Context: an optimization exercise on an open-source flow, tuned for small area and few clock cycles. The choices shown serve that exercise and are no tape-out recipe.
In this exercise RTL edits were held to simulation tests only and were not proved equivalent to the original.

==> flow/design.v (outline; a module is shown in full before it is edited, if it fits) <==
// module pw_fa: 4 lines
// module pw_ha: 4 lines
// module pw_mac: 375 lines
// module pw_mul: 1067 lines
// module pw_requant: 40 lines
// module pw_conv_top: 186 lines
module pw_conv_top (
    input  logic               ap_clk,
    input  logic               areset,
    input  logic               ap_start,
    input  logic [31:0]        num_weights,
    input  logic [31:0]        num_bias,
    input  logic [31:0]        num_pixels,
    input  logic [15:0]        cfg_quant_m,
    input  logic [4:0]         cfg_quant_n,
    input  logic               cfg_use_relu,
    input  logic [127:0]       param_data,
    input  logic               param_valid,
    input  logic [63:0]        pixel_data,
    input  logic               pixel_valid,
    output logic               ap_idle,
    output logic               ap_done,
    output logic               param_ready,
    output logic               pixel_ready,
    output logic [63:0]        out_data,
    output logic               out_valid,
    output logic               out_last
);
  // ...
==> flow/run.sh <==
#!/bin/bash
# synth_recipe.tcl (not shown) runs the flow's synth.tcl, then flattens the netlist and writes it again
# the make line also repeats each setting of config.mk as NAME=value (left out here)
make -C /OpenROAD-flow-scripts/flow DESIGN_CONFIG=/design/flow/config.mk WORK_HOME=/design/flow/orfs CLKGATE_MAP_FILE= SYNTH_SCRIPT=/design/flow/synth_recipe.tcl finish
==> flow/config.mk <==
export PLATFORM = sky130hd
export DESIGN_NAME = pw_conv_top
export DESIGN_NICKNAME = pw_conv_top
export VERILOG_FILES = /design/flow/design.v
export SDC_FILE = /design/flow/constraint.sdc
export NUM_CORES = 4
export LEC_CHECK = 0
export ABC_AREA = 1
export CAP_MARGIN = 20
export CORE_MARGIN = 2
export CORE_UTILIZATION = 55
export CTS_CLUSTER_DIAMETER = 70
export CTS_CLUSTER_SIZE = 35
export GPL_TIMING_DRIVEN = 0
export PLACE_DENSITY = 0.65
export SLEW_MARGIN = 20
export SYNTH_HIERARCHICAL = 1
export SYNTH_MINIMUM_KEEP_SIZE = 0
==> flow/constraint.sdc <==
create_clock -name core_clock -period 12.0 [get_ports {ap_clk}]
set_input_delay 2.4000 -clock core_clock [delete_from_list [all_inputs] [get_ports {ap_clk}]]
set_output_delay 2.4000 -clock core_clock [all_outputs]
set_load 0.01 [all_outputs]
==> results by group, run 1 <==
Die
  • IO Pins: 385
  • Taps Inserted: 3705

Clock tree
  • # resized after CTS: 0
  • Root buffer selected by CTS: clkbuf_16
  • Worst-Skew Late Latency: about 0.9 ns

Outcome
  • Status: timing/DRC/antenna clean

Finish
  • Inserted Diodes: 18
  • Logic inverters: 1856
  • Fin cells: 20521
  • Most frequent cells in the layout: nand2_1 (3625), dfxtp_1 (3237), inv_1 (1691)
  • Non-CTS buffers: between 1000 and 1500
  • FF+latch count: 3237

Yosys
  • Distinct cell type count after synthesis: 59
  • Share of synthesized registers carrying an async set or reset: 0%
  • Post-Synth Simple-Gate Area: 15.12%

Setup path
  • Max incr delay on CP: 0.57 ns
  • CP bufs+invs: 7
  • CP Depth: 52

Global routing
  • Met3 Usage GRT: ~8.3%
  • Total grt overflow: 0
  • Global route hottest layer: met2

Timing
  • Final min period: around 11 ns
  • Setup ws final: 0.6971 ns
  • Hold WS: 0.2669 ns
  • TNS Setup: 0 ns

Route
  • Met2 Routed Length: 188300 um
  • Drt drc: 0
  • WL met1: 199400 um
Testbench counts, summed over its fixed seeds: cycles 15,701.
==> run 2, diff against run 1 <==
==> flow/flow/run.sh (new file) <==
#!/bin/bash
# The standard layout, with the input and output port buffers made of
# buf_2 cells instead of the delay cells buffer_ports picks by default.
# All tool output goes to standard.log; ORFS's own step logs stay under orfs/logs.
set -euo pipefail
export BUFFER_PORTS_ARGS="-buffer_cell sky130_fd_sc_hd__buf_2"
bash standard.sh > standard.log 2>&1
==> flow/standard.sh (new file) <==
#!/bin/bash
# synth_recipe.tcl (not shown) runs the flow's synth.tcl, then flattens the netlist and writes it again
# the make line also repeats each setting of config.mk as NAME=value (left out here)
make -C /OpenROAD-flow-scripts/flow DESIGN_CONFIG=/design/flow/config.mk WORK_HOME=/design/flow/orfs CLKGATE_MAP_FILE= SYNTH_SCRIPT=/design/flow/synth_recipe.tcl "${@:-finish}"
removed: flow/run.sh
==> results by group, run 2 <==
Outcome
  • Status: timing/DRC/antenna clean (unchanged)

Yosys
  • Post-Syn Area: 152800 um^2 (unchanged)
  • Ys flop type: dfxtp_1 (unchanged)
  • Distinct cell type count after synthesis: 59 (unchanged)
  • Share of the synthesized area in the top cell type: 42.40% (unchanged)
  • Syn Area/Cell: 9.444 um^2 (unchanged)
  • Register area share after synthesis: 42.40% (unchanged)
  • Synth area leader: dfxtp_1 (unchanged)
  • Synth area leaders: dfxtp_1 (42%), fa_1 (13%), nand2_1 (8.9%) (unchanged)
  • Synth Instances: 16184 (unchanged)
  • Yosys reg bits: 3237 (unchanged)
  • Syn. warnings: 15 (unchanged)
  • Top cells by count, synth: nand2_1 (3630), dfxtp_1 (3237), inv_1 (1700) (unchanged)
  • Post-synth EDFFs: 0 (unchanged)
  • Share of synthesized registers carrying an async set or reset: 0% (unchanged)
  • Syn Nets: 18302 (unchanged)
  • Most frequent cell after synthesis: nand2_1 (unchanged)

Setup path
  • Worst setup EP type: flop (unchanged)
  • CP bufs+invs: 7 (unchanged)
  • Max incr delay on CP: 0.56 ns (was 0.57 ns)
  • Worst Path Required: 12.79 ns (was 12.74 ns)
  • CP arrival: 12.04 ns (about the same)
  • Critical Path Fanout Max: 8 (unchanged)
  • Cell family with most CP delay: adder cells (unchanged)
  • Critical Path Source Type: flop (unchanged)
  • CP max stage cell: fa_1 (was dfxtp_1)
  • Crit Path Category: reg2reg (unchanged)
  • CP Depth: 55 (was 52)
  • Reg2Reg Depth: 55 (was 52)
  • Most frequent cell on the critical path: nand2_1 (unchanged)

Clock tree
  • Root buffer selected by CTS: clkbuf_16 (unchanged)
  • Clock sink total: 3237 (unchanged)
  • Clock transition at path regs: 0.12 ns (about the same)
  • Clk buf depth: 4 (unchanged)
  • CTS buffer count: 137 (was 138)
  • Worst-Skew Late Latency: 0.90 ns (about the same)
  • CTS tree: done (unchanged)
  • H-Tree Depth: 4 (unchanged)

Run
  • MaxCap Viol Count: 0 (unchanged)

Place
  • DP Area: 161300 um^2 (was 163100 um^2)
  • IO Port Bufs: 322 (unchanged)
  • Gpl congestion: 1.013 (was 1.002)
  • DP HPWL: 352500 um (was 353300 um)
  • Setup Slack @ Placement: 0.7748 ns (was 0.8343 ns)

Timing
  • Final hold violation count: 0 (unchanged)
  • Fmax: 88.88 MHz (was 88.47 MHz)
  • Setup ws final: 0.7486 ns (was 0.6971 ns)
  • RSZ-0062 raised after global routing: yes (unchanged)
  • Final min period: 11.25 ns (was 11.30 ns)
  • Tcrit/Tclk final: 93.76% (was 94.19%)
  • Final number of setup-violating endpoints: 0 (unchanged)
  • Max-slew violation count: 0 (unchanged)
  • Clk_skew: 0.07041 ns (was 0.07648 ns)
  • Slew @ Worst Pin: 1.152 ns (was 1.126 ns)
  • Slew HR: 23.18% (was 24.66%)

Finish
  • Layout cells sized above 1: 10.38% (was 8.555%)
  • Fin nets: 18842 (was 18851)
  • Design area: 166000 um^2 (was 167900 um^2)
  • Synth-to-layout area growth: 8.583% (was 9.853%)
  • Max FFs per register: 2048 (unchanged)
  • Filler Cells Inserted: 24005 (was 24044)
  • Most frequent cells in the layout: nand2_1 (3624), dfxtp_1 (3236), inv_1 (1692) (was nand2_1 (3625), dfxtp_1 (3237), inv_1 (1691))
  • Largest regs: bring (2048), wring (1024) (unchanged)
  • Top reg by flops: bring (unchanged)
  • Most common cell after layout, fill and taps aside: nand2_1 (unchanged)

Die
  • Core Region: 276500 um^2 (unchanged)
  • Initial core utilization: 55.28% (unchanged)
  • Die Y: 531.2 um (unchanged)
  • Row count: 193 (unchanged)
  • Die area: 282100 um^2 (unchanged)
  • Chip width: 531.2 um (unchanged)
  • IO Pins: 385 (unchanged)

Route
  • Highest routed layer: met5 (unchanged)
  • Initial DRC count: 11594 (was 11792)
  • Number of nets with antenna violations after routing: 0 (unchanged)
  • Met2 Routed Length: 187400 um (was 188300 um)
  • WL met1: 198300 um (was 199400 um)
  • Routed via count: 113607 (was 113934)
  • Drt first pass iters: 8 (was 9)
  • WL/cell: 22.61 um (was 22.52 um)
  • Drt total wl: 463400 um (was 462100 um)
  • Drt drc: 0 (unchanged)
  • Met3 WL post-DR: 50770 um (was 47760 um)
  • Vias per inst: 5.543 (was 5.552)

Min path
  • Worst hold path type: reg2reg (unchanged)
  • Hold depth: 0 (unchanged)

Global routing
  • Largest net degree at the start of global routing: 36 (unchanged)
  • Total grt overflow: 0 (unchanged)
  • Total GRT Usage: 32.38% (was 32.32%)
  • Global-route wire length before repair: 685800 um (was 685400 um)
  • Initial antenna violation count: 19 (was 26)
  • Number of global-route vias before repair: 109120 (was 109238)
## run 2: repair_timing
action | 4_1_cts | 5_1_grt
endpoints found under the hold margin | 0 | 0
endpoints found under the setup margin | 0 | 17
hold buffers | 0 | 0
gates resized for setup | 0 | 9
buffers inserted | 0 | 0
## run 2: kinds of logic after synthesis
group | count (synthesis) | share of synthesized area (%)
xor gates and xnor gates | 647 | 4.100
and+or+nand+nor | 5388 | 15.12
AOI/OAI and AO/OA | 2341 | 10.47
muxes | 8 | 0.05239
adders and majority gates | 1803 | 19.75
buffers and inverters | 2760 | 8.110
DFF | 3237 | 42.40
## run 2: worst paths after layout
| path | startpoint | end | slack [ns] |
|---|---|---|---|
| setup / recovery | pix_r[25] | out_r[25] | 0.75 |
| hold / removal | bring[10][62] | bring[11][62] | 0.30 |
| setup reg to reg | pix_r[25] | out_r[25] | 0.75 |
| hold reg to reg | bring[10][62] | bring[11][62] | 0.30 |
## run 2: cell type report
type | instances | area [um^2] | share of cell area (%)
sequential | 3237 | 64800 | 39.05
buffer | 904 | 5351 | 3.224
tap | 3705 | 4636 | 2.793
inverter | 1856 | 7049 | 4.247
clock inverter | 53 | 1017 | 0.6129
timing repair buffer | 401 | 3447 | 2.077
clock buffer | 144 | 3570 | 2.151
multi-input combinational | 10187 | 76070 | 45.84
antenna | 8 | 20.02 | 0.01206
## run 2: per-layer routing
layer	global-route usage, %	vias up
li1	-	53203
met5	0.2735	-
met1	44.31	53098
met4	15.46	9
met2	46.79	5887
met3	9.531	1410
## run 2: through the flow
stage               hold slack, ns  util, %  setup TNS, ns  instances
floorplan                   0.3096        -              0      16184
global placement            0.3096    57.54        -180.36      20211
detailed placement          0.3121    58.33              0      20290
CTS                         0.2887    59.99              0      20487
global route                0.2972    60.02        -0.2658      20489
finish                      0.2987    60.02              0      20495
## run 2: per-module statistics from Yosys, one instance, submodules excluded
module | flops+latches | cells | copies in the design | area [um^2]
pw_conv_top | 3237 | 4440 | 1 | 70630
pw_fa | 0 | 1 | 944 | 20.02
pw_ha | 0 | 1 | 184 | 12.51
pw_mac | 0 | 234 | 8 | 1619
pw_mul | 0 | 810 | 8 | 4688
pw_requant | 0 | 283 | 8 | 1320
==> run 3, diff against run 2 <==
--- a/flow/config.mk
+++ b/flow/config.mk
@@ -6,13 +6,13 @@
 export NUM_CORES = 4
 export LEC_CHECK = 0
 export ABC_AREA = 1
-export CAP_MARGIN = 20
+export CAP_MARGIN = 5
 export CORE_MARGIN = 2
 export CORE_UTILIZATION = 55
 export CTS_CLUSTER_DIAMETER = 70
 export CTS_CLUSTER_SIZE = 35
 export GPL_TIMING_DRIVEN = 0
 export PLACE_DENSITY = 0.65
-export SLEW_MARGIN = 20
+export SLEW_MARGIN = 5
 export SYNTH_HIERARCHICAL = 1
 export SYNTH_MINIMUM_KEEP_SIZE = 0
==> results by group, run 3 <==
Outcome
  • Status: timing/DRC/antenna clean (unchanged)

Global routing
  • Largest net degree at the start of global routing: 36 (unchanged)
  • Number of global-route vias before repair: 108545 (was 109120)
  • GR met1 Demand/Resource: 45.07% (was 44.31%)
  • Initial antenna violation count: 23 (was 19)
  • Total grt overflow: 0 (unchanged)
  • Met3 Usage GRT: 8.344% (was 9.531%)
  • Global-route wire length before repair: 686400 um (was 685800 um)
  • Met2 usage in global routing: 46.99% (was 46.79%)
  • Global route hottest layer: met2 (unchanged)
  • Total GRT Usage: 32.43% (was 32.38%)

Yosys
  • Top cells by count, synth: nand2_1 (3630), dfxtp_1 (3237), inv_1 (1700) (unchanged)
  • Synth area leader: dfxtp_1 (unchanged)
  • Syn. warnings: 15 (unchanged)
  • Syn Nets: 18302 (unchanged)
  • Distinct cell type count after synthesis: 59 (unchanged)
  • Most frequent cell after synthesis: nand2_1 (unchanged)
  • Syn Area/Cell: 9.444 um^2 (unchanged)
  • Synth area leaders: dfxtp_1 (42%), fa_1 (13%), nand2_1 (8.9%) (unchanged)
  • Post-Syn Area: 152800 um^2 (unchanged)
  • Share of the synthesized area in the top cell type: 42.40% (unchanged)
  • Share of synthesized registers carrying an async set or reset: 0% (unchanged)
  • Synth Instances: 16184 (unchanged)
  • Post-synth EDFFs: 0 (unchanged)
  • Ys flop type: dfxtp_1 (unchanged)
  • Yosys reg bits: 3237 (unchanged)
  • Register area share after synthesis: 42.40% (unchanged)

Timing
  • TNS Setup: 0 ns (unchanged)
  • Setup ws final: 0.7837 ns (was 0.7486 ns)
  • Slew @ Worst Pin: 1.148 ns (was 1.152 ns)
  • Final number of setup-violating endpoints: 0 (unchanged)
  • Slew HR: 23.21% (was 23.18%)
  • RSZ-0062 raised after global routing: yes (unchanged)
  • Final min period: 11.22 ns (was 11.25 ns)
  • Tcrit/Tclk final: 93.47% (was 93.76%)
  • Fmax: 89.16 MHz (was 88.88 MHz)
  • Max-slew violation count: 0 (unchanged)
  • Clk_skew: 0.06072 ns (was 0.07041 ns)
  • Final hold violation count: 0 (unchanged)

Finish
  • Most common cell after layout, fill and taps aside: nand2_1 (unchanged)
  • Synth-to-layout area growth: 8.421% (was 8.583%)
  • Filler Cells Inserted: 24195 (was 24005)
  • Layout cells sized above 1: 10.30% (was 10.38%)
  • Fin util: 59.93% (was 60.02%)
  • Top reg by flops: bring (unchanged)
  • Fin nets: 18829 (was 18842)
  • Largest regs: bring (2048), wring (1024) (unchanged)
  • Max FFs per register: 2048 (unchanged)
  • Most frequent cells in the layout: nand2_1 (3627), dfxtp_1 (3236), inv_1 (1693) (was nand2_1 (3624), dfxtp_1 (3236), inv_1 (1692))

Place
  • IO Port Bufs: 322 (unchanged)
  • Setup Slack @ Placement: 0.7538 ns (was 0.7748 ns)
  • DP HPWL: 352100 um (was 352500 um)
  • Gpl congestion: 1.013 (unchanged)

Route
  • Vias per inst: 5.547 (was 5.543)
  • Drt first pass iters: 13 (was 8)
  • Drt drc: 0 (unchanged)
  • Number of nets with antenna violations after routing: 0 (unchanged)
  • Initial DRC count: 11836 (was 11594)
  • WL/cell: 22.61 um (about the same)
  • Drt total wl: 463200 um (was 463400 um)
  • Routed via count: 113626 (was 113607)

Run
  • MaxCap Viol Count: 0 (unchanged)

Min path
  • Hold depth: 0 (unchanged)
  • Worst hold path type: reg2reg (unchanged)

Clock tree
  • Clock transition at path regs: 0.12 ns (about the same)
  • CTS tree: done (unchanged)
  • H-Tree Depth: 4 (unchanged)
  • CTS buffer count: 136 (was 137)
  • Clock sink total: 3237 (unchanged)
  • Post-CTS Hold Buffers: 0 (unchanged)
  • Root buffer selected by CTS: clkbuf_16 (unchanged)
  • Post-CTS Setup Inserts: 0 (unchanged)
  • Clk buf depth: 4 (unchanged)
  • Worst-Skew Late Latency: 0.89 ns (was 0.90 ns)

Setup path
  • Critical Path Fanout Max: 10 (was 8)
  • Worst Path Required: 12.82 ns (was 12.79 ns)
  • Critical Path Source Type: flop (unchanged)
  • Worst setup EP type: flop (unchanged)
  • R2r setup slk: 0.78 ns (was 0.75 ns)
  • Max incr delay on CP: 0.57 ns (was 0.56 ns)
  • Reg2Reg Depth: 59 (was 55)
  • CP max stage cell: fa_1 (unchanged)
  • Most frequent cell on the critical path: nand2_1 (unchanged)
  • Crit Path Category: reg2reg (unchanged)
  • CP arrival: 12.04 ns (about the same)

Die
  • Row count: 193 (unchanged)
  • Initial core utilization: 55.28% (unchanged)
  • Core Region: 276500 um^2 (unchanged)
  • IO Pins: 385 (unchanged)
  • Chip width: 531.2 um (unchanged)
  • Die area: 282100 um^2 (unchanged)
  • Die Y: 531.2 um (unchanged)
## run 3: cell counts after synthesis
No cell type changed its count.
## run 3: worst paths after layout
| path | from | endpoint |
|---|---|---|
| setup / recovery | pix_r[25] | out_r[30] |
| hold / removal | bring[7][84] | bring[8][84] |
| setup reg to reg | pix_r[25] | out_r[30] |
| hold reg to reg | bring[7][84] | bring[8][84] |
## run 3: cell type report
type | count | area, um^2 | area share (%)
antenna | 8 | 20.02 | 0.01208
buffer | 904 | 5351 | 3.229
clock buffer | 142 | 3478 | 2.099
clock inverter | 58 | 1161 | 0.7007
inverter | 1856 | 7047 | 4.252
multi-input combinational | 10187 | 76060 | 45.90
sequential | 3237 | 64800 | 39.11
tap | 3705 | 4636 | 2.797
timing repair buffer | 389 | 3156 | 1.904
## run 3: critical path: cells and delay by family, from the launching register on
family          cells  cell delay, ns
simple gates       33            3.49
buf+inv             7            0.78
flops               1            0.47
compound gates      7            1.12
fa+ha+maj          10            4.71
xor+xnor            2            0.54
## run 3: timing repair
| action | 4_1_cts | 5_1_grt |
|---|---|---|
| hold endpoints to repair | 0 | 0 |
| endpoints found under the setup margin | 0 | 27 |
| resized for setup | 0 | 7 |
## run 3: modules after synthesis, one instance, submodules excluded
module       cells inside  copies in the design
pw_fa                   1                   944
pw_mul                810                     8
pw_conv_top          4440                     1
pw_ha                   1                   184
pw_requant            283                     8
pw_mac                234                     8
## run 3: routing by layer
layer,wire [um],vias up
met1,200300,53212
met5,552,-
met2,188600,5865
met3,47850,1388
met4,25830,18
li1,-,53143
## run 3: logic make-up after synthesis
group / share of synthesized area [%]
multiplexers: 0.05239
flip-flops: 42.40
adder cells (fa/ha/maj): 19.75
buffers and inverters: 8.110
XOR/XNOR: 4.100
AND/OR/NAND/NOR: 15.12
AO/OA/AOI/OAI: 10.47
## run 3: stage by stage
stage	hold WS (ns)	std cells	area [um^2]
after floorplan	0.3096	16184	152800
after global placement	0.3096	20211	159100
after detailed placement	0.3121	20278	161000
after CTS	0.2934	20478	165600
after global routing	0.2928	20479	165700
final	0.2912	20486	165700
==> module pw_conv_top, before the edit <==
module pw_conv_top (
    input  logic               ap_clk,
    input  logic               areset,
    input  logic               ap_start,
    input  logic [31:0]        num_weights,
    input  logic [31:0]        num_bias,
    input  logic [31:0]        num_pixels,
    input  logic [15:0]        cfg_quant_m,
    input  logic [4:0]         cfg_quant_n,
    input  logic               cfg_use_relu,
    input  logic [127:0]       param_data,
    input  logic               param_valid,
    input  logic [63:0]        pixel_data,
    input  logic               pixel_valid,
    output logic               ap_idle,
    output logic               ap_done,
    output logic               param_ready,
    output logic               pixel_ready,
    output logic [63:0]        out_data,
    output logic               out_valid,
    output logic               out_last
);
    localparam int PARAM_W     = 128;
    localparam int PIXEL_W     = 64;
    localparam int LANES       = 8;
    localparam int PARAM_BYTES = PARAM_W / 8;
    localparam int PIXEL_BYTES = PIXEL_W / 8;
    localparam int SIZE_W      = 32;
    localparam int LANE_W      = 8;
    localparam int BIAS_LANE_W = 16;
    localparam int WT_W        = LANES * LANE_W;
    localparam int MEM_DEPTH     = 16;
    localparam int MEM_AW        = 4;
    localparam int PARAM_IDX_LSB = 4;
    localparam int PIXEL_IDX_LSB = 3;
    localparam int RESET_CYCLES = 8;
    localparam int RST_CNT_W    = 3;
    localparam int QM_W    = 16;
    localparam int QN_W    = 5;
    localparam int ACC_W   = 17;
    localparam int SCALE_W = ACC_W + QM_W + 1;
    localparam int Q_MAX   = 127;
    localparam int Q_MIN   = -128;
    localparam logic [2:0] ST_IDLE         = 3'd0;
    localparam logic [2:0] ST_RESET        = 3'd1;
    localparam logic [2:0] ST_LOAD_WEIGHTS = 3'd2;
    localparam logic [2:0] ST_LOAD_BIAS    = 3'd3;
    localparam logic [2:0] ST_START        = 3'd4;
    localparam logic [2:0] ST_PROCESS      = 3'd5;
    localparam logic [2:0] ST_DONE         = 3'd6;
    logic        running;
    logic [3:0]  cur;
    logic [4:0]  wcnt, bcnt;
    logic [13:0] pcnt;
    logic        wfin, bfin, pfin, pfin_d;
    logic        start, active, full_load;
    logic [3:0]  nxt;
    logic [4:0]  wb, bb, wbase, bbase;
    logic [13:0] xb, pbase;
    logic        wph, bph, pph;
    logic        wwe, bwe, pfire;
    logic        w_ok, b_ok;
    logic [4:0]  wcnt_n, bcnt_n;
    logic [13:0] pcnt_n;
    assign wb = num_weights[8:4] + {4'd0, |num_weights[3:0]};
    assign bb = num_bias[8:4]    + {4'd0, |num_bias[3:0]};
    assign xb = num_pixels[16:3] + {13'd0, |num_pixels[2:0]};
    assign ap_done = running & wfin & bfin & pfin_d;
    assign ap_idle = ~running | ap_done;
    assign start   = ap_start & ap_idle;
    assign active  = start | (running & ~ap_done);
    assign full_load = (wb == 5'd16) && (bb == 5'd16);
    assign nxt       = (start && full_load) ? 4'd0 : cur + 4'd1;
    assign wbase = ap_done ? 5'd0  : wcnt;
    assign bbase = ap_done ? 5'd0  : bcnt;
    assign pbase = ap_done ? 14'd0 : pcnt;
    assign wph = active && (wbase < wb);
    assign bph = active && (wbase == wb) && (bbase < bb);
    assign pph = active && (pbase < xb);
    assign param_ready = (wph && (nxt == wbase[3:0])) || (bph && (nxt == bbase[3:0]));
    assign wwe = param_valid && wph && (nxt == wbase[3:0]);
    assign bwe = param_valid && bph && (nxt == bbase[3:0]);
    assign w_ok = (pbase >= {9'd0, wb}) || (pbase < {9'd0, wbase}) ||
                  ((pbase == {9'd0, wbase}) && wwe);
    assign b_ok = (pbase >= {9'd0, bb}) || (pbase < {9'd0, bbase}) ||
                  ((pbase == {9'd0, bbase}) && bwe);
    assign pixel_ready = pph && (nxt == pbase[3:0]) && w_ok && b_ok;
    assign pfire = pixel_valid && pixel_ready;
    assign wcnt_n = wbase + {4'd0, wwe};
    assign bcnt_n = bbase + {4'd0, bwe};
    assign pcnt_n = pbase + {13'd0, pfire};
    always_ff @(posedge ap_clk) begin
        if (areset) begin
            running <= 1'b0;
            cur     <= 4'd0;
            wcnt    <= '0;
            bcnt    <= '0;
            pcnt    <= '0;
            wfin    <= 1'b0;
            bfin    <= 1'b0;
            pfin    <= 1'b0;
            pfin_d  <= 1'b0;
        end else begin
            running <= active;
            cur     <= nxt;
            wcnt    <= active ? wcnt_n : 5'd0;
            bcnt    <= active ? bcnt_n : 5'd0;
            pcnt    <= active ? pcnt_n : 14'd0;
            wfin    <= active && (wcnt_n == wb);
            bfin    <= active && (bcnt_n == bb);
            pfin    <= active && (pcnt_n == xb);
            pfin_d  <= pfin && !ap_done;
        end
    end
    logic [63:0]  wring [16];
    logic [127:0] bring [16];
    logic [63:0]  w_in;
    logic [127:0] b_in;
    assign w_in = wwe ? param_data[63:0] : wring[15];
    assign b_in = bwe ? param_data       : bring[15];
    always_ff @(posedge ap_clk) begin
        wring[0] <= w_in;
        bring[0] <= b_in;
        for (int i = 1; i < 16; i++) begin
            wring[i] <= wring[i-1];
            bring[i] <= bring[i-1];
        end
    end
    logic [63:0]        pix_r;
    logic [16:0]        acc_n [LANES];
    logic [7:0]         q_n   [LANES];
    logic               v1, l1, v2, l2;
    logic [63:0]        out_r;
    logic [31:7]        keep_mask;
    logic [7:0]         m_s1, m_s2, m_s3;
    for (genvar g = 0; g < LANES; g++) begin : g_mac
        pw_mac u_mac (
            .p   (pix_r[g*8 +: 8]),
            .w   (wring[0][g*8 +: 8]),
            .b   (bring[0][g*16 +: 16]),
            .acc (acc_n[g])
        );
    end
    always_ff @(posedge ap_clk) begin
        if (areset) begin
            v1 <= 1'b0;
            v2 <= 1'b0;
        end else begin
            v1 <= pfire;
            v2 <= v1;
        end
        l1    <= pcnt_n == xb;
        l2    <= l1;
        pix_r <= pixel_data;
        for (int i = 0; i < LANES; i++) begin
            out_r[i*8 +: 8] <= q_n[i];
        end
    end
    always_comb begin
        for (int k = 0; k < 8; k++) begin
            m_s1[k] = (cfg_quant_m[2*k+1 -: 2] == 2'd1);
            m_s2[k] = (cfg_quant_m[2*k+1 -: 2] == 2'd2);
            m_s3[k] = (cfg_quant_m[2*k+1 -: 2] == 2'd3);
        end
    end
    always_comb begin
        for (int b = 7; b < 32; b++) begin
            keep_mask[b] = (6'(b) >= {1'b0, cfg_quant_n} + 6'd7);
        end
    end
    for (genvar g = 0; g < LANES; g++) begin : g_lane
        pw_requant u_rq (
            .acc       (acc_n[g]),
            .s1        (m_s1),
            .s2        (m_s2),
            .s3        (m_s3),
            .n         (cfg_quant_n),
            .relu      (cfg_use_relu),
            .keep_mask (keep_mask),
            .q         (q_n[g])
        );
    end
    assign out_data  = out_r;
    assign out_valid = v2;
    assign out_last  = l2;
endmodule
==> run 4, diff against run 3 <==
--- a/flow/design.v
+++ b/flow/design.v
@@ -1580,6 +1580,9 @@
     logic        wph, bph, pph;
     logic        wwe, bwe, pfire;
     logic        w_ok, b_ok;
+    logic        w_al, b_al, p_al;
+    logic        w_t8, b_t8, p_t8;
+    logic        psel;
     logic [4:0]  wcnt_n, bcnt_n;
     logic [13:0] pcnt_n;
     assign wb = num_weights[8:4] + {4'd0, |num_weights[3:0]};
@@ -1597,14 +1600,20 @@
     assign wph = active && (wbase < wb);
     assign bph = active && (wbase == wb) && (bbase < bb);
     assign pph = active && (pbase < xb);
-    assign param_ready = (wph && (nxt == wbase[3:0])) || (bph && (nxt == bbase[3:0]));
-    assign wwe = param_valid && wph && (nxt == wbase[3:0]);
-    assign bwe = param_valid && bph && (nxt == bbase[3:0]);
+    assign w_al = (nxt[2:0] == wbase[2:0]);
+    assign b_al = (nxt[2:0] == bbase[2:0]);
+    assign p_al = (nxt[2:0] == pbase[2:0]);
+    assign w_t8 = nxt[3] ^ wbase[3];
+    assign b_t8 = nxt[3] ^ bbase[3];
+    assign p_t8 = nxt[3] ^ pbase[3];
+    assign param_ready = (wph && w_al) || (bph && b_al);
+    assign wwe = param_valid && wph && w_al;
+    assign bwe = param_valid && bph && b_al;
     assign w_ok = (pbase >= {9'd0, wb}) || (pbase < {9'd0, wbase}) ||
                   ((pbase == {9'd0, wbase}) && wwe);
     assign b_ok = (pbase >= {9'd0, bb}) || (pbase < {9'd0, bbase}) ||
                   ((pbase == {9'd0, bbase}) && bwe);
-    assign pixel_ready = pph && (nxt == pbase[3:0]) && w_ok && b_ok;
+    assign pixel_ready = pph && p_al && w_ok && b_ok;
     assign pfire = pixel_valid && pixel_ready;
     assign wcnt_n = wbase + {4'd0, wwe};
     assign bcnt_n = bbase + {4'd0, bwe};
@@ -1634,16 +1643,22 @@
     end
     logic [63:0]  wring [16];
     logic [127:0] bring [16];
-    logic [63:0]  w_in;
-    logic [127:0] b_in;
-    assign w_in = wwe ? param_data[63:0] : wring[15];
-    assign b_in = bwe ? param_data       : bring[15];
+    logic [63:0]  w_in0, w_in8;
+    logic [127:0] b_in0, b_in8;
+    assign w_in0 = (wwe && !w_t8) ? param_data[63:0] : wring[15];
+    assign w_in8 = (wwe &&  w_t8) ? param_data[63:0] : wring[7];
+    assign b_in0 = (bwe && !b_t8) ? param_data       : bring[15];
+    assign b_in8 = (bwe &&  b_t8) ? param_data       : bring[7];
     always_ff @(posedge ap_clk) begin
-        wring[0] <= w_in;
-        bring[0] <= b_in;
+        wring[0] <= w_in0;
+        bring[0] <= b_in0;
+        wring[8] <= w_in8;
+        bring[8] <= b_in8;
         for (int i = 1; i < 16; i++) begin
-            wring[i] <= wring[i-1];
-            bring[i] <= bring[i-1];
+            if (i != 8) begin
+                wring[i] <= wring[i-1];
+                bring[i] <= bring[i-1];
+            end
         end
     end
     logic [63:0]        pix_r;
@@ -1656,8 +1671,8 @@
     for (genvar g = 0; g < LANES; g++) begin : g_mac
         pw_mac u_mac (
             .p   (pix_r[g*8 +: 8]),
-            .w   (wring[0][g*8 +: 8]),
-            .b   (bring[0][g*16 +: 16]),
+            .w   (psel ? wring[8][g*8 +: 8]   : wring[0][g*8 +: 8]),
+            .b   (psel ? bring[8][g*16 +: 16] : bring[0][g*16 +: 16]),
             .acc (acc_n[g])
         );
     end
@@ -1672,6 +1687,7 @@
         l1    <= pcnt_n == xb;
         l2    <= l1;
         pix_r <= pixel_data;
+        psel  <= p_t8;
         for (int i = 0; i < LANES; i++) begin
             out_r[i*8 +: 8] <= q_n[i];
         end
--- a/flow/config.mk
+++ b/flow/config.mk
@@ -6,13 +6,13 @@
 export NUM_CORES = 4
 export LEC_CHECK = 0
 export ABC_AREA = 1
-export CAP_MARGIN = 5
+export CAP_MARGIN = 20
 export CORE_MARGIN = 2
 export CORE_UTILIZATION = 55
 export CTS_CLUSTER_DIAMETER = 70
 export CTS_CLUSTER_SIZE = 35
 export GPL_TIMING_DRIVEN = 0
 export PLACE_DENSITY = 0.65
-export SLEW_MARGIN = 5
+export SLEW_MARGIN = 20
 export SYNTH_HIERARCHICAL = 1
 export SYNTH_MINIMUM_KEEP_SIZE = 0
==> results by group, run 4 <==
Place
  • Setup Slack @ Placement: -0.7610 ns (was 0.7538 ns)
  • DP Area: 166100 um^2 (was 161000 um^2)
  • IO Port Bufs: 322 (unchanged)
  • DP HPWL: 370500 um (was 352100 um)
  • Gpl congestion: 1.011 (was 1.013)

Yosys
  • Post-synth EDFFs: 0 (unchanged)
  • Synth area leader: dfxtp_1 (unchanged)
  • Distinct cell type count after synthesis: 61 (was 59)
  • Ys flop type: dfxtp_1 (unchanged)
  • Top cells by count, synth: nand2_1 (3698), dfxtp_1 (3238), inv_1 (1761) (was nand2_1 (3630), dfxtp_1 (3237), inv_1 (1700))
  • Most frequent cell after synthesis: nand2_1 (unchanged)
  • Register area share after synthesis: 41.12% (was 42.40%)
  • Share of synthesized registers carrying an async set or reset: 0% (unchanged)
  • Syn Nets: 18946 (was 18302)
  • Post-Syn Area: 157700 um^2 (was 152800 um^2)
  • Syn Area/Cell: 9.366 um^2 (was 9.444 um^2)
  • Syn. warnings: 15 (unchanged)
  • Synth Instances: 16833 (was 16184)
  • Yosys reg bits: 3238 (was 3237)
  • Synth area leaders: dfxtp_1 (41%), fa_1 (13%), nand2_1 (8.8%) (was dfxtp_1 (42%), fa_1 (13%), nand2_1 (8.9%))
  • Share of the synthesized area in the top cell type: 41.12% (was 42.40%)

Finish
  • Layout cells sized above 1: 12.43% (was 10.30%)
  • Area of the multi-input gates: 80830 um^2 (was 76060 um^2)
  • Fin util: 60.26% (was 59.93%)
  • Synth-to-layout area growth: 9.012% (was 8.421%)
  • Fin nets: 19515 (was 18829)
  • Most common cell after layout, fill and taps aside: nand2_1 (unchanged)
  • Register area: 64830 um^2 (was 64800 um^2)
  • Max FFs per register: 2048 (unchanged)
  • Most frequent cells in the layout: nand2_1 (3671), dfxtp_1 (3237), inv_1 (1699) (was nand2_1 (3627), dfxtp_1 (3236), inv_1 (1693))
  • Largest regs: bring (2048), wring (1024) (unchanged)
  • Filler Cells Inserted: 25006 (was 24195)
  • Top reg by flops: bring (unchanged)
  • Design area: 171900 um^2 (was 165700 um^2)

Timing
  • Hold WS: 0.2848 ns (was 0.2912 ns)
  • Fmax: 87.16 MHz (was 89.16 MHz)
  • Final min period: 11.47 ns (was 11.22 ns)
  • RSZ-0062 raised after global routing: yes (unchanged)
  • Slew @ Worst Pin: 1.207 ns (was 1.148 ns)
  • Clk_skew: 0.08052 ns (was 0.06072 ns)
  • Tcrit/Tclk final: 95.61% (was 93.47%)
  • Final hold violation count: 0 (unchanged)
  • Setup ws final: 0.5273 ns (was 0.7837 ns)
  • Slew HR: 19.06% (was 23.21%)
  • Max-slew violation count: 0 (unchanged)
  • Final number of setup-violating endpoints: 0 (unchanged)

Setup path
  • Cell family with most CP delay: adder cells (unchanged)
  • Worst Path Required: 12.73 ns (was 12.82 ns)
  • Critical Path Fanout Max: 10 (unchanged)
  • Critical Path Source Type: flop (unchanged)
  • Worst setup startpoint: psel (was pix_r[25])
  • Most frequent cell on the critical path: nand2_1 (unchanged)
  • Crit Path Category: reg2reg (unchanged)
  • CP max stage cell: fa_1 (unchanged)
  • Worst setup EP type: flop (unchanged)
  • Worst r2r src: psel (was pix_r[25])
  • Max incr delay on CP: 0.69 ns (was 0.57 ns)
  • CP arrival: 12.21 ns (was 12.04 ns)
  • CP bufs+invs: 10 (was 7)

Die
  • Die area: 290900 um^2 (was 282100 um^2)
  • Row count: 196 (was 193)
  • IO Pins: 385 (unchanged)
  • Initial core utilization: 55.28% (about the same)
  • Core Region: 285200 um^2 (was 276500 um^2)
  • Chip width: 539.4 um (was 531.2 um)
  • Die Y: 539.4 um (was 531.2 um)

Run
  • MaxCap Viol Count: 0 (unchanged)

Global routing
  • Largest net degree at the start of global routing: 36 (unchanged)
  • Number of global-route vias before repair: 115670 (was 108545)
  • Global-route wire length before repair: 720700 um (was 686400 um)
  • Total GRT Usage: 32.71% (was 32.43%)
  • Total grt overflow: 0 (unchanged)
  • Initial antenna violation count: 20 (was 23)

Clock tree
  • Worst-Skew Late Latency: 0.89 ns (about the same)
  • CTS tree: done (unchanged)
  • Clock transition at path regs: 0.11 ns (was 0.12 ns)
  • Clk buf depth: 4 (unchanged)
  • H-Tree Depth: 4 (unchanged)
  • CTS buffer count: 134 (was 136)
  • Clock sink total: 3238 (was 3237)
  • Root buffer selected by CTS: clkbuf_16 (unchanged)

Route
  • Routed via count: 118824 (was 113626)
  • WL/cell: 22.81 um (was 22.61 um)
  • Drt first pass iters: 10 (was 13)
  • Number of nets with antenna violations after routing: 0 (unchanged)
  • Vias per inst: 5.598 (was 5.547)
  • Drt drc: 0 (unchanged)
  • Initial DRC count: 12267 (was 11836)
  • Drt total wl: 484200 um (was 463200 um)

Min path
  • Worst hold path type: reg2reg (unchanged)
  • Hold_sp: bring[3][57] (was bring[7][84])

Outcome
  • Status: timing/DRC/antenna clean (unchanged)
run 4: logic make-up (layout without fill, tap and decap cells):
logic type,Yosys count,in the layout,synth area share (%)
adders and majority gates,1798,1798,19.11
DFF,3238,3238,41.12
muxes,200,200,1.422
and+or+nand+nor,5469,5469,14.89
AOI/OAI and AO/OA,2603,2603,11.18
buffers and inverters,2881,3506,8.313
other,0,6,0
xor gates and xnor gates,644,644,3.968
run 4: modules after synthesis (local to each module, per instance):
module       times used  flip-flops and latches  area [um^2]
pw_mac                8                       0         1619
pw_mul                8                       0         4688
pw_requant            8                       0         1320
pw_conv_top           1                    3238        75430
pw_ha               184                       0        12.51
pw_fa               944                       0        20.02
run 4: what timing repair did:
| item | CTS | global route |
|---|---|---|
| endpoints found under the setup margin | 63 | 64 |
| pin swaps | 0 | 18 |
| endpoints found under the hold margin | 0 | 0 |
| hold buffers | 0 | 0 |
| gates resized for setup | 39 | 241 |
| buffers inserted | 0 | 31 |
run 4: worst reg2reg max path: cells and delay by family, from the launching register on:
family / cells / cell delay, ns
flops: 1 / 0.41
compound gates: 4 / 0.52
fa+ha+maj: 10 / 4.72
mux: 1 / 0.44
simple gates: 33 / 3.47
buf+inv: 10 / 1.37
xor+xnor: 2 / 0.41
run 4: final timing paths:
kind	slack [ns]	to	depth (start not counted)
setup / recovery	0.53	out_r[6]	60
hold / removal	0.28	bring[4][57]	0
setup reg to reg	0.53	out_r[6]	60
hold reg to reg	0.28	bring[4][57]	0
run 4: final cells by class:
cell class              instances  share of cell area, %
diodes                          6               0.008736
plain buffers                 966                  3.484
clock buffers                 145                  2.023
clock inverters                47                 0.5293
inverters                    1915                  4.338
multi-input cells           10714                  47.03
flip-flops and latches       3238                  37.72
well taps                    3762                  2.739
repair buffers                433                  2.126
run 4: layer usage:
layer	vias up	track usage, %	share of wire (%)
met4	16	17.33	6.3
met2	5648	48.98	42
met3	1558	8.442	9.8
met5	-	0	0.020
met1	56025	43.41	42
li1	55577	-	-
run 4: through the flow:
| stage | std cells | setup TNS [ns] |
|---|---|---|
| after CTS | 21189 | 0 |
| after floorplan | 16833 | 0 |
| final | 21226 | 0 |
| after detailed placement | 20997 | -28.14 |
| after global placement | 20917 | -188.34 |
| after global routing | 21221 | -0.5374 |
Testbench counts of run 4, summed over its fixed seeds: cycles 15,005.
==> run 5, diff against run 4 <==
--- a/flow/design.v
+++ b/flow/design.v
@@ -1668,6 +1668,9 @@
     logic [63:0]        out_r;
     logic [31:7]        keep_mask;
     logic [7:0]         m_s1, m_s2, m_s3;
+    logic [15:0]        m_r;
+    logic [4:0]         n_r;
+    logic               relu_r;
     for (genvar g = 0; g < LANES; g++) begin : g_mac
         pw_mac u_mac (
             .p   (pix_r[g*8 +: 8]),
@@ -1686,7 +1689,10 @@
         end
         l1    <= pcnt_n == xb;
         l2    <= l1;
-        pix_r <= pixel_data;
+        pix_r  <= pixel_data;
+        m_r    <= cfg_quant_m;
+        n_r    <= cfg_quant_n;
+        relu_r <= cfg_use_relu;
         psel  <= p_t8;
         for (int i = 0; i < LANES; i++) begin
             out_r[i*8 +: 8] <= q_n[i];
@@ -1694,14 +1700,14 @@
     end
     always_comb begin
         for (int k = 0; k < 8; k++) begin
-            m_s1[k] = (cfg_quant_m[2*k+1 -: 2] == 2'd1);
-            m_s2[k] = (cfg_quant_m[2*k+1 -: 2] == 2'd2);
-            m_s3[k] = (cfg_quant_m[2*k+1 -: 2] == 2'd3);
+            m_s1[k] = (m_r[2*k+1 -: 2] == 2'd1);
+            m_s2[k] = (m_r[2*k+1 -: 2] == 2'd2);
+            m_s3[k] = (m_r[2*k+1 -: 2] == 2'd3);
         end
     end
     always_comb begin
         for (int b = 7; b < 32; b++) begin
-            keep_mask[b] = (6'(b) >= {1'b0, cfg_quant_n} + 6'd7);
+            keep_mask[b] = (6'(b) >= {1'b0, n_r} + 6'd7);
         end
     end
     for (genvar g = 0; g < LANES; g++) begin : g_lane
@@ -1710,8 +1716,8 @@
             .s1        (m_s1),
             .s2        (m_s2),
             .s3        (m_s3),
-            .n         (cfg_quant_n),
-            .relu      (cfg_use_relu),
+            .n         (n_r),
+            .relu      (relu_r),
             .keep_mask (keep_mask),
             .q         (q_n[g])
         );
==> results by group, run 5 <==
Outcome
  • Status: timing/DRC/antenna clean (unchanged)

Place
  • DP HPWL: 383800 um (was 370500 um)
  • DP Area: 166400 um^2 (was 166100 um^2)
  • IO Port Bufs: 322 (unchanged)
  • Gpl congestion: 1.018 (was 1.011)
  • DP Cell Count: 21015 (was 20997)

Die
  • Core Region: 285200 um^2 (unchanged)
  • Initial core utilization: 55.28% (about the same)
  • Die Y: 539.4 um (about the same)
  • Chip width: 539.4 um (about the same)
  • IO Pins: 385 (unchanged)
  • Row count: 196 (unchanged)
  • Die area: 291000 um^2 (was 290900 um^2)

Yosys
  • Synth area leaders: dfxtp_1 (41%), fa_1 (13%), nand2_1 (8.8%) (unchanged)
  • Share of the synthesized area in the top cell type: 41.39% (was 41.12%)
  • Synth Instances: 16845 (was 16833)
  • Synth area leader: dfxtp_1 (unchanged)
  • Ys flop type: dfxtp_1 (unchanged)
  • Most frequent cell after synthesis: nand2_1 (unchanged)
  • Syn Nets: 18963 (was 18946)
  • Syn Area/Cell: 9.360 um^2 (was 9.366 um^2)
  • Register area share after synthesis: 41.39% (was 41.12%)
  • Share of synthesized registers carrying an async set or reset: 0% (unchanged)
  • Syn. warnings: 15 (unchanged)
  • Post-synth EDFFs: 0 (unchanged)
  • Yosys reg bits: 3260 (was 3238)
  • Distinct cell type count after synthesis: 59 (was 61)
  • Top cells by count, synth: nand2_1 (3692), dfxtp_1 (3260), inv_1 (1757) (was nand2_1 (3698), dfxtp_1 (3238), inv_1 (1761))
  • Post-Syn Area: 157700 um^2 (about the same)

Finish
  • Most common cell after layout, fill and taps aside: nand2_1 (unchanged)
  • Layout cells sized above 1: 13.27% (was 12.43%)
  • Design area: 173500 um^2 (was 171900 um^2)
  • Filler Cells Inserted: 24743 (was 25006)
  • Largest regs: bring (2048), wring (1024) (unchanged)
  • Area of the multi-input gates: 81000 um^2 (was 80830 um^2)
  • Max FFs per register: 2048 (unchanged)
  • Top reg by flops: bring (unchanged)
  • Most frequent cells in the layout: nand2_1 (3654), dfxtp_1 (3253), inv_1 (1689) (was nand2_1 (3671), dfxtp_1 (3237), inv_1 (1699))
  • Register area: 65270 um^2 (was 64830 um^2)
  • Synth-to-layout area growth: 10.01% (was 9.012%)
  • Fin cells: 21328 (was 21226)
  • Fin nets: 19614 (was 19515)
  • Fin util: 60.82% (was 60.26%)

Timing
  • Final hold violation count: 0 (unchanged)
  • Slew @ Worst Pin: 1.079 ns (was 1.207 ns)
  • Clk_skew: 0.07346 ns (was 0.08052 ns)
  • Final number of setup-violating endpoints: 0 (unchanged)
  • Slew HR: 28.06% (was 19.06%)
  • Fmax: 85.94 MHz (was 87.16 MHz)
  • Hold WS: 0.2934 ns (was 0.2848 ns)
  • Tcrit/Tclk final: 96.96% (was 95.61%)
  • Max-slew violation count: 0 (unchanged)
  • Final min period: 11.64 ns (was 11.47 ns)

Setup path
  • Worst Path Required: 12.83 ns (was 12.73 ns)
  • Critical Path Source Type: flop (unchanged)
  • Most frequent cell on the critical path: nand2_1 (unchanged)
  • Max incr delay on CP: 0.69 ns (about the same)
  • R2r setup slk: 0.36 ns (was 0.53 ns)
  • Worst setup EP type: flop (unchanged)
  • Worst setup startpoint: psel (unchanged)
  • Worst r2r src: psel (unchanged)
  • Critical Path Fanout Max: 10 (unchanged)
  • CP max stage cell: xor2_1 (was fa_1)
  • CP arrival: 12.47 ns (was 12.21 ns)
  • Crit Path Category: reg2reg (unchanged)

Global routing
  • Global-route wire length before repair: 741800 um (was 720700 um)
  • Number of global-route vias before repair: 117141 (was 115670)
  • Total GRT Usage: 33.95% (was 32.71%)
  • Initial antenna violation count: 13 (was 20)
  • Largest net degree at the start of global routing: 36 (unchanged)
  • Total grt overflow: 0 (unchanged)

Route
  • Initial DRC count: 12511 (was 12267)
  • Drt first pass iters: 10 (unchanged)
  • Number of nets with antenna violations after routing: 0 (unchanged)
  • Routed via count: 120986 (was 118824)
  • Vias per inst: 5.673 (was 5.598)
  • Drt total wl: 504000 um (was 484200 um)
  • WL/cell: 23.63 um (was 22.81 um)
  • Drt drc: 0 (unchanged)

Clock tree
  • H-Tree Depth: 4 (unchanged)
  • Clock transition at path regs: 0.12 ns (was 0.11 ns)
  • Clk buf depth: 4 (unchanged)
  • Post-CTS Hold Buffers: 0 (unchanged)
  • CTS buffer count: 136 (was 134)
  • CTS tree: done (unchanged)
  • Worst-Skew Late Latency: 0.89 ns (about the same)
  • Root buffer selected by CTS: clkbuf_16 (unchanged)
  • Clock sink total: 3260 (was 3238)

Min path
  • Worst hold path type: reg2reg (unchanged)
  • Hold_sp: bring[10][107] (was bring[3][57])

Run
  • MaxCap Viol Count: 0 (unchanged)
-- run 5: changes by cell type after synthesis, sizes merged, moves of 4 or more --
| cell | before | now |
|---|---|---|
| dfxtp | 3238 | 3260 |
| ha | 782 | 787 |
| inv | 1826 | 1822 |
| nand2 | 3859 | 3849 |
| nand3 | 979 | 973 |
| nand4 | 41 | 49 |
| nor2 | 477 | 471 |
| o21a | 130 | 2 |
| o21ai | 617 | 745 |
-- run 5: through the flow --
step           setup slack, ns  setup TNS, ns
3_3_place_gp            -1.707         -87.09
2_1_floorplan            2.022              0
4_1_cts              0.0006279              0
6_report                0.3645              0
5_1_grt                -0.1051         -1.470
3_5_place_dp            -1.071         -42.61
-- run 5: per-module statistics from Yosys, one instance, submodules excluded --
module	times used	cell area (um^2)
pw_conv_top	1	75460
pw_mul	8	4688
pw_mac	8	1619
pw_requant	8	1320
pw_fa	944	20.02
pw_ha	184	12.51
-- run 5: cells by family (layout without fill, tap and decap cells) --
logic type / count (synthesis) / count (layout) / synth area share [%]
buffers and inverters: 2877 / 3585 / 8.242
and+or+nand+nor: 5461 / 5461 / 14.86
AOI/OAI and AO/OA: 2601 / 2601 / 10.98
adders and majority gates: 1803 / 1803 / 19.14
xor gates and xnor gates: 643 / 643 / 3.957
muxes: 200 / 200 / 1.422
DFF: 3260 / 3260 / 41.39
other: 0 / 13 / 0
-- run 5: layout make-up --
class,count,area share [%]
inverter,1911,4.301
sequential,3260,37.63
multi-input combinational,10708,46.70
buffer,966,3.433
clock buffer,145,2.023
tap,3762,2.714
clock inverter,50,0.5410
timing repair buffer,513,2.640
antenna,13,0.01875
-- run 5: repair_timing --
action / CTS / global route
resized for setup: 62 / 334
buffers inserted: 0 / 104
pin swaps: 0 / 67
cloned: 0 / 1
endpoints found under the setup margin: 64 / 64
-- run 5: path summary, 6_finish.rpt --
check | to | cells after the start
worst max-delay path | out_r[33] | 56
worst min-delay path | bring[11][107] | 0
worst max register to register | out_r[33] | 56
worst min register to register | bring[11][107] | 0
-- run 5: critical path: cells and delay by family (launching register included) --
| family | cells | cell delay, ns |
|---|---|---|
| adders and majority gates | 11 | 4.78 |
| and+or+nand+nor | 26 | 2.69 |
| buffers and inverters | 10 | 1.36 |
| xor gates and xnor gates | 3 | 1.05 |
| AOI/OAI and AO/OA | 5 | 0.82 |
| DFF | 1 | 0.48 |
| muxes | 1 | 0.36 |
-- run 5: metal layers --
metal  vias up  GRT usage [%]  wire (um)
li1      55837              -          -
met1     57582          45.92     211700
met2      5984          50.58     211600
met3      1579          7.339      47210
met4         4          18.57      33540
met5         -              0         27
Testbench counts of run 5, summed over its fixed seeds: cycles 15,005.

## afterwards: timing with drivers on the ports
How much do the figures lean on ideal ports? The routed layouts below were timed once more, with nothing changed but the port constraints. Step 1: set_driving_cell puts a clkbuf_16 on ap_clk and a buf_2 on each other input, an assumption about the parent block. Step 2, shift: input delay + t, output delay - t, t = (earliest + latest rising clock arrival at the registers) / 2. This alone moves slack from input paths to output paths. Slacks: ideal ports / drivers / drivers and shift; pairs: ideal ports / drivers.
run	shift t [ns]	slack for setup (ns)	worst hold slack (ns)	cell pins on the clock port's net
run 1	0.956	0.697 / 0.697 / 0.697	0.267 / 0.267 / 0.267	1
run 2	0.960	0.749 / 0.749 / 0.749	0.299 / 0.299 / 0.299	1
run 3	0.956	0.784 / 0.784 / 0.784	0.291 / 0.291 / 0.291	1
run 4	0.975	0.527 / 0.527 / 0.527	0.285 / 0.285 / 0.285	1
run 5	0.962	0.364 / 0.364 / 0.364	0.293 / 0.293 / 0.293	1
After both steps every run listed still meets setup and hold.
